Context: an optimization exercise on an open-source flow, tuned for a short achievable clock period and few clock cycles. The choices shown serve that exercise and are no tape-out recipe.
The RTL of this run was laid out without a check of its function.
Power figures rest on the tool's default switching activity, not on a simulated workload.

===== design/flow/constraint.sdc =====
create_clock -name core_clock -period 6.0 [get_ports {CLK}]
set_input_delay 1.2000 -clock core_clock [delete_from_list [all_inputs] [get_ports {CLK}]]
set_output_delay 1.2000 -clock core_clock [all_outputs]
set_load 0.01 [all_outputs]

===== design/flow/design.v =====
package mw_pkg;
    typedef logic [32-1:0] addr_t;
    typedef logic [32-1:0] word_t;
    typedef logic [31:0]               bytes_t;
    typedef logic [31:0]               words_t;
    typedef logic [8:0]                beats_t;    
    typedef logic [7:0]                axlen_t;
    localparam int BYTES_PER_WORD = 32 / 8;
    localparam logic [2:0] AXI_AWSIZE = 3'($clog2(BYTES_PER_WORD));
    localparam logic [1:0] AXI_AWBURST_INCR = 2'b01;
    localparam logic [BYTES_PER_WORD-1:0] AXI_WSTRB_ALL = '1;
    typedef struct packed {
        addr_t  base_addr;
        addr_t  high_addr;     
        bytes_t portion_size;
    } mem_cfg_t;
    typedef struct packed {
        addr_t  awaddr;
        axlen_t awlen;
    } aw_beat_t;
    typedef struct packed {
        word_t wdata;
        logic  wlast;
    } w_beat_t;
    typedef struct packed {
        words_t fifo_words;
        words_t remain_words;
        addr_t  cur_addr;
    } plan_in_t;
    typedef enum logic [2:0] {
        IDLE,
        WAIT_DATA,
        PLAN,
        WRITE,
        WAIT_B
    } engine_state_e;
endpackage
`timescale 1ns/10ps
module memory_writer (
    input  logic                                CLK,
    input  logic                                RESET,
    input  mw_pkg::word_t                       s_tdata,
    input  logic                                s_tvalid,
    output logic                                s_tready,
    output mw_pkg::aw_beat_t                    aw,
    output logic                                awvalid,
    input  logic                                awready,
    output logic [2:0]                          awsize,
    output logic [1:0]                          awburst,
    output mw_pkg::w_beat_t                     w,
    output logic                                wvalid,
    input  logic                                wready,
    output logic [mw_pkg::BYTES_PER_WORD-1:0]   wstrb,
    input  logic                                bvalid,
    output logic                                bready,
    input  mw_pkg::mem_cfg_t                    cfg,
    input  logic                                run,
    input  logic                                stop,
    output logic                                status,
    output logic                                done,
    output mw_pkg::bytes_t                      transmitted_bytes,
    output mw_pkg::addr_t                       current_address
);
    localparam int DEPTH = 16;
    localparam int PTR_W = $clog2(DEPTH);
    localparam int CNT_W = $clog2(DEPTH + 1);
    assign awsize  = mw_pkg::AXI_AWSIZE;
    assign awburst = mw_pkg::AXI_AWBURST_INCR;
    assign wstrb   = mw_pkg::AXI_WSTRB_ALL;
    function automatic logic [4:0] clip16(input logic [30:0] x);
        clip16 = ((x[30:5] != '0) || (x[4] && x[3:0] != '0)) ? 5'd16 : x[4:0];
    endfunction
    function automatic logic over16(input logic [30:0] x);
        over16 = (x[30:5] != '0) || (x[4] && x[3:0] != '0);
    endfunction
    function automatic logic [4:0] page16(input logic [29:0] a);
        page16 = (a[9:4] == 6'h3F) ? (5'd16 - {1'b0, a[3:0]}) : 5'd16;
    endfunction
    logic        start;
    logic        fin;
    logic        stop_seen;
    logic [29:0] cur;           
    logic [29:0] rem;           
    logic [29:0] cfg_base_w, cfg_high_w;
    logic        in_range, in_range_q;
    logic [29:0] base_q;
    logic [29:0] hd_rem, hd_base;    
    logic [31:0] portion_q;
    assign start      = run && !status;
    assign cfg_base_w = cfg.base_addr[31:2];
    assign cfg_high_w = cfg.high_addr[31:2];
    assign in_range   = (rem >= cfg_base_w) && (rem < cfg_high_w);
    always_ff @(posedge CLK) begin
        in_range_q <= in_range;
        base_q     <= cfg_base_w;
        hd_rem     <= cfg_high_w - rem;
        hd_base    <= cfg_high_w - cfg_base_w;
        portion_q  <= cfg.portion_size;
    end
    logic [31:0]      mem [0:DEPTH-1];
    logic [PTR_W-1:0] wr_ptr, rd_ptr;
    logic [CNT_W-1:0] count, count_nx;
    logic             push, pop;
    assign push = s_tvalid && s_tready;
    always_ff @(posedge CLK) begin
        if (s_tready) mem[wr_ptr] <= s_tdata;
    end
    always_comb begin
        case ({push, pop})
            2'b10:   count_nx = count + 1'b1;
            2'b01:   count_nx = count - 1'b1;
            default: count_nx = count;
        endcase
    end
    localparam logic [2:0] P_IDLE = 3'd0, P_INIT = 3'd1, P_A1 = 3'd2,
                           P_A2 = 3'd3, P_B = 3'd4;
    logic [2:0]  pst;
    logic [29:0] pa;            
    logic [29:0] ph;            
    logic [30:0] pr;            
    logic [4:0]  pc_q, hc_q, rc_q, pl_q;
    logic        hbig_q, rbig_q;
    logic        pwrap_q, plast_q, pdone;
    logic [4:0]  pl;
    logic [29:0] pa_nx;
    logic [30:0] run_words;
    logic [29:0] pq_addr [0:3];
    logic [29:0] pq_na   [0:3];
    logic [4:0]  pq_len  [0:3];
    logic [2:0]  pq_w, pq_a, pq_r;
    logic [2:0]  pq_used_a, pq_used_r;
    logic        pq_space;
    assign pq_used_a = pq_w - pq_a;
    assign pq_used_r = pq_w - pq_r;
    assign pq_space  = !pq_used_a[2] && !pq_used_r[2];
    always_comb begin
        run_words = {1'b0, portion_q[31:2]} + 31'(portion_q[1:0] != 2'b00);
        pl = pc_q;
        if (hc_q < pl) pl = hc_q;
        if (rc_q < pl) pl = rc_q;
        pa_nx = pwrap_q ? base_q : pa + 30'(pl_q);
    end
    logic [5:0]  aw_out;        
    logic [5:0]  ws_out;        
    logic [5:0]  w_lead;        
    logic [11:0] avail, avail_nx;    
    logic        avail_pos;
    logic        aw_load, w_load, w_start, aw_ok, w_ok, w_new, b_hs;
    logic [4:0]  w_rem;         
    logic [4:0]  w_len;
    logic [29:0] aw_addr;
    logic [3:0]  aw_len;
    logic [31:0] w_data;
    logic        w_last;
    logic [29:0] words_sent;
    logic        all_planned, quiet, status_nx;
    always_comb begin
        b_hs    = bvalid && bready;
        aw_ok   = status && (pq_w != pq_a) && avail_pos && !aw_out[5] && !aw_out[4]
                  && (!stop_seen || (w_lead != '0 && !w_lead[5]));
        aw_load = aw_ok && (!awvalid || awready);
        w_new   = (w_rem == '0);
        w_ok    = status && (count != '0)
                  && (!w_new || ((pq_w != pq_r) && !ws_out[5] && !ws_out[4]
                                 && (!stop_seen || w_lead[5])));
        w_load  = w_ok && (!wvalid || wready);
        w_start = w_load && w_new;
        pop     = w_load;
        w_len   = w_new ? pq_len[pq_r[1:0]] : w_rem;
        avail_nx = avail + 12'(push) - (aw_load ? 12'(pq_len[pq_a[1:0]]) : 12'd0);
        all_planned = pdone && (pq_w == pq_a) && (pq_w == pq_r);
        quiet   = !awvalid && !wvalid && w_new && (aw_out == '0) && (ws_out == '0);
        fin     = status && quiet && (all_planned || stop_seen);
        status_nx = start || (status && !fin);
    end
    assign aw.awaddr = {aw_addr, 2'b00};
    assign aw.awlen  = {4'd0, aw_len};
    assign w.wdata   = w_data;
    assign w.wlast   = w_last;
    assign current_address   = {cur, 2'b00};
    assign transmitted_bytes = {words_sent, 2'b00};
    always_ff @(posedge CLK) begin
        if (pst == P_INIT) begin
            pa     <= cur;
            ph     <= in_range_q ? hd_rem : hd_base;
            pr     <= run_words;
            pc_q   <= page16(cur);
            hc_q   <= in_range_q ? clip16({1'b0, hd_rem}) : clip16({1'b0, hd_base});
            hbig_q <= in_range_q ? over16({1'b0, hd_rem}) : over16({1'b0, hd_base});
            rbig_q <= (portion_q[31:7] != '0) || (portion_q[6] && portion_q[5:0] != '0);
            rc_q   <= ((portion_q[31:7] != '0) || (portion_q[6] && portion_q[5:0] != '0))
                      ? 5'd16 : portion_q[6:2] + 5'(portion_q[1:0] != 2'b00);
        end else if (pst == P_A1) begin
            pc_q   <= page16(pa);
            hc_q   <= clip16({1'b0, ph});
            hbig_q <= over16({1'b0, ph});
            rc_q   <= clip16(pr);
            rbig_q <= over16(pr);
        end else if (pst == P_B) begin
            pa <= pa_nx;
            ph <= pwrap_q ? hd_base : ph - 30'(pl_q);
            pr <= pr - 31'(pl_q);
        end
        if (pst == P_A2) begin
            pl_q    <= pl;
            pwrap_q <= !hbig_q && (hc_q <= pc_q) && (hc_q <= rc_q);
            plast_q <= !rbig_q && (rc_q <= pc_q) && (rc_q <= hc_q);
        end
        if (pst == P_B) begin
            pq_addr[pq_w[1:0]] <= pa;
            pq_na[pq_w[1:0]]   <= pa_nx;
            pq_len[pq_w[1:0]]  <= pl_q;
        end
        if (aw_load) begin
            aw_addr <= pq_addr[pq_a[1:0]];
            aw_len  <= 4'(pq_len[pq_a[1:0]] - 1'b1);
        end
        if (w_load) begin
            w_data <= mem[rd_ptr];
            w_last <= (w_len == 5'd1);
        end
    end
    always_ff @(posedge CLK) begin
        if (RESET) begin
            status     <= 1'b0;
            done       <= 1'b0;
            s_tready   <= 1'b0;
            bready     <= 1'b0;
            stop_seen  <= 1'b0;
            rem        <= '0;
            cur        <= '0;
            words_sent <= '0;
            pst        <= P_IDLE;
            pdone      <= 1'b0;
            wr_ptr     <= '0;
            rd_ptr     <= '0;
            count      <= '0;
            pq_w       <= '0;
            pq_a       <= '0;
            pq_r       <= '0;
            aw_out     <= '0;
            ws_out     <= '0;
            w_lead     <= '0;
            avail      <= '0;
            avail_pos  <= 1'b0;
            awvalid    <= 1'b0;
            wvalid     <= 1'b0;
            w_rem      <= '0;
        end else begin
            done     <= 1'b0;
            s_tready <= status_nx && (count_nx < CNT_W'(DEPTH));
            if (start) begin
                cur        <= in_range ? rem : cfg_base_w;
                status     <= 1'b1;
                bready     <= 1'b1;
                stop_seen  <= 1'b0;
                words_sent <= '0;
                pst        <= P_INIT;
                pdone      <= 1'b0;
                wr_ptr     <= '0;
                rd_ptr     <= '0;
                count      <= '0;
                pq_w       <= '0;
                pq_a       <= '0;
                pq_r       <= '0;
                avail      <= '0;
                avail_pos  <= 1'b0;
            end else begin
                if (fin) begin
                    status <= 1'b0;
                    bready <= 1'b0;
                    done   <= all_planned;
                end
                if (stop && status) stop_seen <= 1'b1;
                case (pst)
                    P_INIT: begin
                        rem <= cur;
                        pst <= P_A2;
                    end
                    P_A1: if (!pdone && pq_space) pst <= P_A2;
                    P_A2: pst <= P_B;
                    P_B: begin
                        pq_w  <= pq_w + 1'b1;
                        pdone <= plast_q;
                        pst   <= P_A1;
                    end
                    default: ;
                endcase
                if (push) wr_ptr <= wr_ptr + 1'b1;
                if (pop)  rd_ptr <= rd_ptr + 1'b1;
                count <= count_nx;
                if (aw_load) begin
                    awvalid <= 1'b1;
                    pq_a    <= pq_a + 1'b1;
                    rem     <= pq_na[pq_a[1:0]];
                end else if (awready) begin
                    awvalid <= 1'b0;
                end
                avail     <= avail_nx;
                avail_pos <= !avail_nx[11] && (avail_nx != '0);
                if (w_load) begin
                    wvalid <= 1'b1;
                    w_rem  <= w_len - 1'b1;
                    if (w_new) pq_r <= pq_r + 1'b1;
                end else if (wready) begin
                    wvalid <= 1'b0;
                end
                if (wvalid && wready) words_sent <= words_sent + 1'b1;
                aw_out <= aw_out + 6'(aw_load) - 6'(b_hs);
                ws_out <= ws_out + 6'(w_start) - 6'(b_hs);
                w_lead <= w_lead + 6'(w_start) - 6'(aw_load);
            end
        end
    end
endmodule

===== design/flow/config.mk =====
export PLATFORM = sky130hd
export DESIGN_NAME = memory_writer
export DESIGN_NICKNAME = memory_writer
export VERILOG_FILES = /design/flow/design.v
export SDC_FILE = /design/flow/constraint.sdc
export NUM_CORES = 4
export LEC_CHECK = 0
export ABC_CLOCK_PERIOD_IN_PS = 2000
export CAP_MARGIN = 20
export CORE_MARGIN = 2
export CORE_UTILIZATION = 55
export SETUP_SLACK_MARGIN = 3.6
export SLEW_MARGIN = 20

===== design/flow/run.sh =====
#!/bin/bash
# synth_recipe.tcl (not shown) runs the flow's synth.tcl, then flattens the netlist and writes it again
# the make line also repeats each setting of config.mk as NAME=value (left out here)
make -C /OpenROAD-flow-scripts/flow DESIGN_CONFIG=/design/flow/config.mk WORK_HOME=/design/flow/orfs CLKGATE_MAP_FILE= SYNTH_SCRIPT=/design/flow/synth_recipe.tcl finish

==> summary.txt <==
status=complete, no violations; post-place setup slack=1.128 ns; Via Count=35155; grt total ovfl=0; Max transition margin=0.3026; share of layout cells above drive strength 1=0.3258; post-synth top area cell=edfxtp_1; EDFF count, synth=954; post-synthesis sequential area ratio=0.6362; Period Utilization, post-route=0.5617; Worst-path clk slew=0.06 ns; Die W=317.3 um; H-Tree Depth=4; Yosys top cell area share=0.5305; final setup vio count=0; drt wl/cell=24.31 um; num rows=114; share of synthesized registers carrying an async set or reset=0; largest net degree at the start of global routing=68; RSZ-0062 raised after global routing=yes; leakage power=24.26 nW; total power per unit cell area=301.0 mW/mm^2; DRT iter0 DRCs=2712; first-pass GRT wire length=209.9 mm; GPL Wtd Cong=0.8812; CTS root buffer=clkbuf_16; final WL=144.5 mm; Die Span Y=317.3 um; Synth Register Bits=1239; Yosys warning count=1; Highest Clock Rate=296.7 MHz; Worst-Margin Slew=1.046 ns; Final #Nets=4889; top cells by area, synth=edfxtp_1 53%, dfxtp_1 11%, mux4_2 5.6%, ha_1 4.4%, mux2i_1 3.5%; CP Class=reg2reg; initial core utilization=0.5567; reg2reg path depth=20; Hold Path Stages=2; vias per cell=5.914; Sink Count=1239; DIE AREA=0.1007 mm^2; DRC viols=0; ys flop type=edfxtp_1; P&R area growth vs syn=27.94%; Hold Vio Cnt, Final=0; final worst slack=2.630 ns; cell area after synthesis=0.05400 mm^2; count of cell types in the netlist=71; Fillers=6578; WP data required=6.67 ns; Min-Delay Path Class=reg2reg; final slew viol count=0; Worst Clk Skew=0.02297 ns; Syn Area/Cell=13.72 um^2; core area=0.09699 mm^2; post-detail-place hpwl=82.39 mm; CP Max Fanout=4; CP Capture Type=flop; drt first pass iters=5; setup_tns=0 ns; Max IR drop VDD=0.2767 mV; CTS buffer count=134; Clock Latency Late Sink=0.75 ns; Total GRT Usage=0.2799; CP arrival=4.04 ns; crit start category=flop; initial antenna violation count=13; Max clock buf depth=3; TritonCTS clock tree=yes; Hold Slack=0.4529 ns; number of global-route vias before repair=34237; I/O Buffers=264; Maximum Capacitance Violations=0; post-route ant nets=0; post-route minimum period=3.370 ns; Ports=288; Cells after Synth=3937
synthesized netlist by cell type (22+ instances only):
library cell,number
nor2b_1,26
a21o_1,51
o22ai_1,26
nand2b_1,23
mux2i_1,187
inv_1,181
a21oi_1,197
and3_1,22
a211oi_1,75
buf_1,30
xnor2_1,126
mux2_2,33
or3_1,28
o21a_1,24
nand2_1,256
nand3_1,53
nor4_1,27
xor2_1,97
nor2_1,273
o21ai_0,177
nand4_1,35
edfxtp_1,954
clkbuf_1,116
a22oi_1,43
dfxtp_1,285
ha_1,189
nor3_1,45
a221oi_1,35
mux4_2,134
final timing paths:
kind             start        end  slack (ns)
max          w_lead[2]  avail_pos        2.63
min          ws_out[4]  ws_out[4]        0.45
max reg2reg  w_lead[2]  avail_pos        2.63
min reg2reg  ws_out[4]  ws_out[4]        0.45
final cells by class:
class,instances,area [um^2],share of cell area
sequential,1239,34590,0.5007
multi-input combinational,2366,21750,0.3149
timing repair buffer,630,5971,0.08643
clock buffer,168,3625,0.05247
tap,1276,1597,0.02311
clock inverter,77,760.7,0.01101
inverter,181,755.7,0.01094
timing repair inverter,2,17.52,0.0002536
antenna,5,12.51,0.0001811
through the flow:
stage	std cells	utilization	area, um^2	total power (W)
global route	5943	0.7122	69080	0.02152
detailed placement	5375	0.6056	58740	0.01200
global placement	5375	0.6056	58740	0.01198
CTS	5863	0.6930	67220	0.02058
floorplan	3954	-	54690	0.01134
finish	5944	0.7123	69090	0.02079
worst max-delay path, cell delays in order, from the launching register on:
cell      delay (ns)
dfxtp_2         0.34
inv_2           0.05
ha_4            0.16
a31oi_4         0.20
o211ai_1        0.17
a21o_4          0.24
buf_12          0.14
inv_16          0.05
nand2_4         0.05
ha_4            0.28
ha_4            0.19
a21o_1          0.16
a21oi_2         0.18
buf_4           0.15
o21ai_4         0.06
a21oi_4         0.15
o21ai_2         0.08
o41ai_2         0.25
xnor2_1         0.18
nand2_1         0.07
a31oi_1         0.16
registers in the layout, summed over array words and instances, names as in the netlist, 31 cells and up, named ones only:
| name | cells |
|---|---|
| mem | 512 |
| pq_addr | 120 |
| portion_q | 32 |
| w_data | 32 |
| pr | 31 |
| pq_na | 120 |
power breakdown:
part           switching [W]  internal (W)
clock                0.00343       0.00475
sequential          0.000300       0.00960
combinational        0.00144       0.00128
cells in the final DEF, fill, tap and decap left out, types with 44 or more instances in the layout:
cell type / count
nor2_1: 213
buf_4: 240
clkdlybuf4s50_1: 68
xnor2_1: 90
buf_6: 159
inv_1: 137
mux4_2: 134
nand2_1: 235
o21ai_0: 99
nand3_1: 44
mux2i_1: 185
edfxtp_1: 954
buf_2: 79
a21oi_1: 145
dfxtp_1: 196
xor2_1: 88
a21o_1: 50
ha_1: 110
ha_4: 69
a211oi_1: 47
clkbuf_16: 144
dfxtp_4: 51
timing repair:
item / 4_1_cts / 5_1_grt
pin swaps: 240 / 221
setup buffers: 232 / 67
hold endpoints to repair: 0 / 0
endpoints found under the setup margin: 866 / 689
hold buffers: 0 / 0
gates resized for setup: 1407 / 260
cloned: 11 / 9
cell families (layout without fill, tap and decap cells):
kind of cell / Yosys count / after routing / share of synthesized area
simple gates: 862 / 865 / 0.07491
compound gates: 706 / 706 / 0.08165
other cells: 2 / 24 / 0.0001391
flops: 1239 / 1239 / 0.6362
xor+xnor: 223 / 223 / 0.03617
mux: 354 / 354 / 0.09743
buf+inv: 352 / 1058 / 0.02602
fa+ha+maj: 199 / 199 / 0.04750
metal layers:
metal,vias to the layer above,GRT usage,routed length [um],share of wire
met1,17673,0.3894,61000,0.42
met4,14,0.09720,5017,0.035
met2,1124,0.4489,68820,0.48
met5,-,0,87,0.00060
met3,271,0.04728,9589,0.066
li1,16073,-,-,-

## re-timing with driven ports
How much do the figures lean on ideal ports? The routed layout below was timed once more, with nothing changed but the port constraints. Step 1 (the two cells are an assumption about what drives the block):
set clk [get_ports {CLK}]
set_driving_cell -lib_cell sky130_fd_sc_hd__clkbuf_16 $clk
set_driving_cell -lib_cell sky130_fd_sc_hd__buf_2 [delete_from_list [all_inputs] $clk]
Step 2 times the ports against the registers' clock, not the clock port: input delays grow and output delays shrink by t, the midpoint of the rising clock arrivals with the driver on. a / b / c = ideal / step 1 / step 2; a / b = the first two.
shift t [ns]: 0.815
setup WS [ns]: 2.630 / 2.630 / 1.974
worst hold slack (ns): 0.453 / 0.453 / 0.453
clock arrival spread, ns: 0.025 / 0.025
pins driven straight from the clock port: 1
After both steps setup and hold are still met in this run. The setup slack of this run moves by 0.000 ns with the drivers and by -0.656 ns with both steps.
